This is an optimization exercise on Yosys and OpenROAD, whose aim is small area, not a production implementation.
In this exercise RTL edits were held to simulation tests only and were not proved equivalent to the original.

## the reference run
Design ref_subst_top, start of the top module:
module ref_subst_top #(
	parameter int bit_depth = 8
) (
	input logic clk,
	input logic arst_n,
	input logic stall,
	input logic [ref_subst_pkg::LINE_SAMPLES*bit_depth-1:0] data,
	input logic [ref_subst_pkg::N_BANKS*ref_subst_pkg::BANK_ADR_W-1:0] bank_adr,
	input logic [ref_subst_pkg::N_BANKS*ref_subst_pkg::POS4_W-1:0] bank_pos,
	input logic is_above,
	input logic is_left,
	input logic is_top_left,
	input logic is_bt_border,
	input logic is_rt_border,
	input ref_subst_pkg::pos4_t bt_border_pos,
	input ref_subst_pkg::pos4_t rt_border_pos,
	input ref_subst_pkg::y_in_cu_t y_in_cu,
	input ref_subst_pkg::order_t order,
	input logic [bit_depth-1:0] fill_l,
	input logic [bit_depth-1:0] fill_t,
	input logic [bit_depth-1:0] fill_b,
	input logic [bit_depth-1:0] fill_rt,
	input logic [bit_depth-1:0] data_tl,
	input logic [ref_subst_pkg::SAMPLES_PER_BANK*bit_depth-1:0] bp2_samples,
	input ref_subst_pkg::bp_pos_t bp2_pos,
  ...
For scale: ~1500 cells after synthesis, about 270 flip-flops, ~730 I/O pins.
export LEC_CHECK = 0
export CAP_MARGIN = 0
export CORE_AREA = 5 5 255 255
export CTS_BUF_LIST = sky130_fd_sc_hd__clkbuf_8
export CTS_CLUSTER_DIAMETER = 90
export CTS_CLUSTER_SIZE = 12
export DIE_AREA = 0 0 260 260
export GPL_ROUTABILITY_DRIVEN = 0
export GPL_TIMING_DRIVEN = 0
export SETUP_SLACK_MARGIN = 0.2
export SLEW_MARGIN = 0
export SYNTH_HIERARCHICAL = 1
export SYNTH_MINIMUM_KEEP_SIZE = 0
create_clock -name core_clock -period 4.0 [get_ports {clk}]
standard.sh (not shown) runs the stock make flow with config.mk's settings and CLKGATE_MAP_FILE= SYNTH_SCRIPT=/design/flow/synth_recipe.tcl, a recipe that flattens the netlist after the stock synthesis.
==> flow/flow/run.sh <==
#!/bin/bash
# Layout flow: the standard ORFS flow (the make call of standard.sh), with these changes:
#  - synthesis is synth_recipe.tcl's, but abc maps the combinational logic with an
#    area-oriented &nf script (abc_area_nf.script) and the adder extraction is skipped;
#    the registers come from dfflibmap before abc, so they are the standard ones.
#  - every port still gets a buffer, but a buf_1 instead of the default cell.
#  - flow/dont_use.txt, if present, lists cells the flow may not use beyond the platform's list.
#  - flow/make_args.txt, if present, holds more VAR=value settings for make, one per line
#    (@W@ stands for this work folder).
set -euo pipefail
W=$PWD
export MY_ABC_SCRIPT=$W/flow/abc_area_nf.script
DONT_USE=$(make -s -C "$FLOW_HOME" DESIGN_CONFIG="$W/config.mk" WORK_HOME="$W/orfs" print-DONT_USE_CELLS \
  | sed -n 's/^DONT_USE_CELLS: //p')
if [[ -f $W/flow/dont_use.txt ]]; then
  DONT_USE="$DONT_USE $(tr '\n' ' ' < "$W/flow/dont_use.txt")"
fi
echo "DONT_USE_CELLS=$DONT_USE" > "$W/dont_use.log"
EXTRA=()
if [[ -f $W/flow/make_args.txt ]]; then
  mapfile -t EXTRA < <(grep -v '^ *$' "$W/flow/make_args.txt" | sed "s|@W@|$W|g")
fi
make -C "$FLOW_HOME" DESIGN_CONFIG="$W/config.mk" WORK_HOME="$W/orfs" CLKGATE_MAP_FILE= \
  DONT_USE_CELLS="$DONT_USE" \
  SYNTH_SCRIPT="$W/flow/my_synth.tcl" ADDER_MAP_FILE= \
  BUFFER_PORTS_ARGS="-buffer_cell sky130_fd_sc_hd__buf_1" \
  "${EXTRA[@]}" finish > "$W/make_finish.log" 2>&1
R=$W/orfs/results/$FLOW_PLATFORM/ref_subst_top/base
: # left out here: write the final layout as DEF
==> flow/flow/abc_area_nf.script <==
&get -n
&st
&synch2
&nf -R 1000
&put
==> flow/flow/dont_use.txt <==
sky130_fd_sc_hd__buf_6
sky130_fd_sc_hd__buf_8
sky130_fd_sc_hd__buf_12
sky130_fd_sc_hd__buf_16
sky130_fd_sc_hd__bufbuf_8
sky130_fd_sc_hd__bufbuf_16
sky130_fd_sc_hd__bufinv_8
sky130_fd_sc_hd__bufinv_16
sky130_fd_sc_hd__clkbuf_16
==> flow/flow/make_args.txt <==
REMOVE_ABC_BUFFERS=1
==> flow/flow/my_synth.tcl <==
proc synth {args} { yosys synth -nofsm -noshare {*}$args }
# same synthesis as synth_recipe.tcl, with only the abc script for the combinational logic swapped
proc abc {args} {
  set i [lsearch -exact $args -script]
  if { $i >= 0 && [info exists ::env(MY_ABC_SCRIPT)] } {
    lset args [expr { $i + 1 }] $::env(MY_ABC_SCRIPT)
  }
  yosys abc {*}$args
}
source $::env(SCRIPTS_DIR)/synth.tcl
# left out here: clear keep_hierarchy, flatten, clean up, hide names made inside functions, write 1_2_yosys.v
> inputs changed (the reference run -> the trial run)
- swapping 1 for 0 in SYNTH_HIERARCHICAL
- clearing SYNTH_MINIMUM_KEEP_SIZE, which used to be 0
- clearing GPL_ROUTABILITY_DRIVEN, which used to be 0
## What came out
- Proportion of final cell area spent on non-clock buffers sits higher in the trial run than in the reference run.
- Slowest library cell on the worst path = sky130_fd_sc_hd__buf_4: the trial run; slowest library cell on the worst path = sky130_fd_sc_hd__nor2_2: the reference run
- For met1 usage, the reference run and the trial run come out practically identical.
- On wire length of the first global-routing pass, the trial run does worse than the reference run.
- Per the comparison of the trial run with the reference run, global-route usage climbed 1.2 points; multi-input logic portion of the cell area about even.
- The trial run vs the reference run — synthesized instance count climbed slightly

## static timing again, ports no longer ideal
The results above use ideal ports. As a check the final layouts listed here were re-extracted and re-timed, cells and wires unchanged. Step 1: set_driving_cell puts a clkbuf_16 on clk and a buf_2 on each other input, an assumption about the parent block. Step 2 also shifts input and output timing later by t, the mid clock arrival at the registers, as if the neighbouring blocks saw the same clock. Three values: ideal ports, drivers, drivers and shift; two values: the first two.
run	shift t [ns]	slack for setup (ns)	worst setup path after step 2	pins driven straight from the clock port
the reference run	0.688	0.236 / 0.256 / -0.431	input to register	1
the trial run	0.680	0.181 / 0.193 / -0.487	input to register	1
With both steps, setup timing fails in the reference run and the trial run, where it was met with ideal ports. The setup slack of the trial run, which loses most, moves by +0.012 ns with the drivers and by -0.668 ns with both steps.
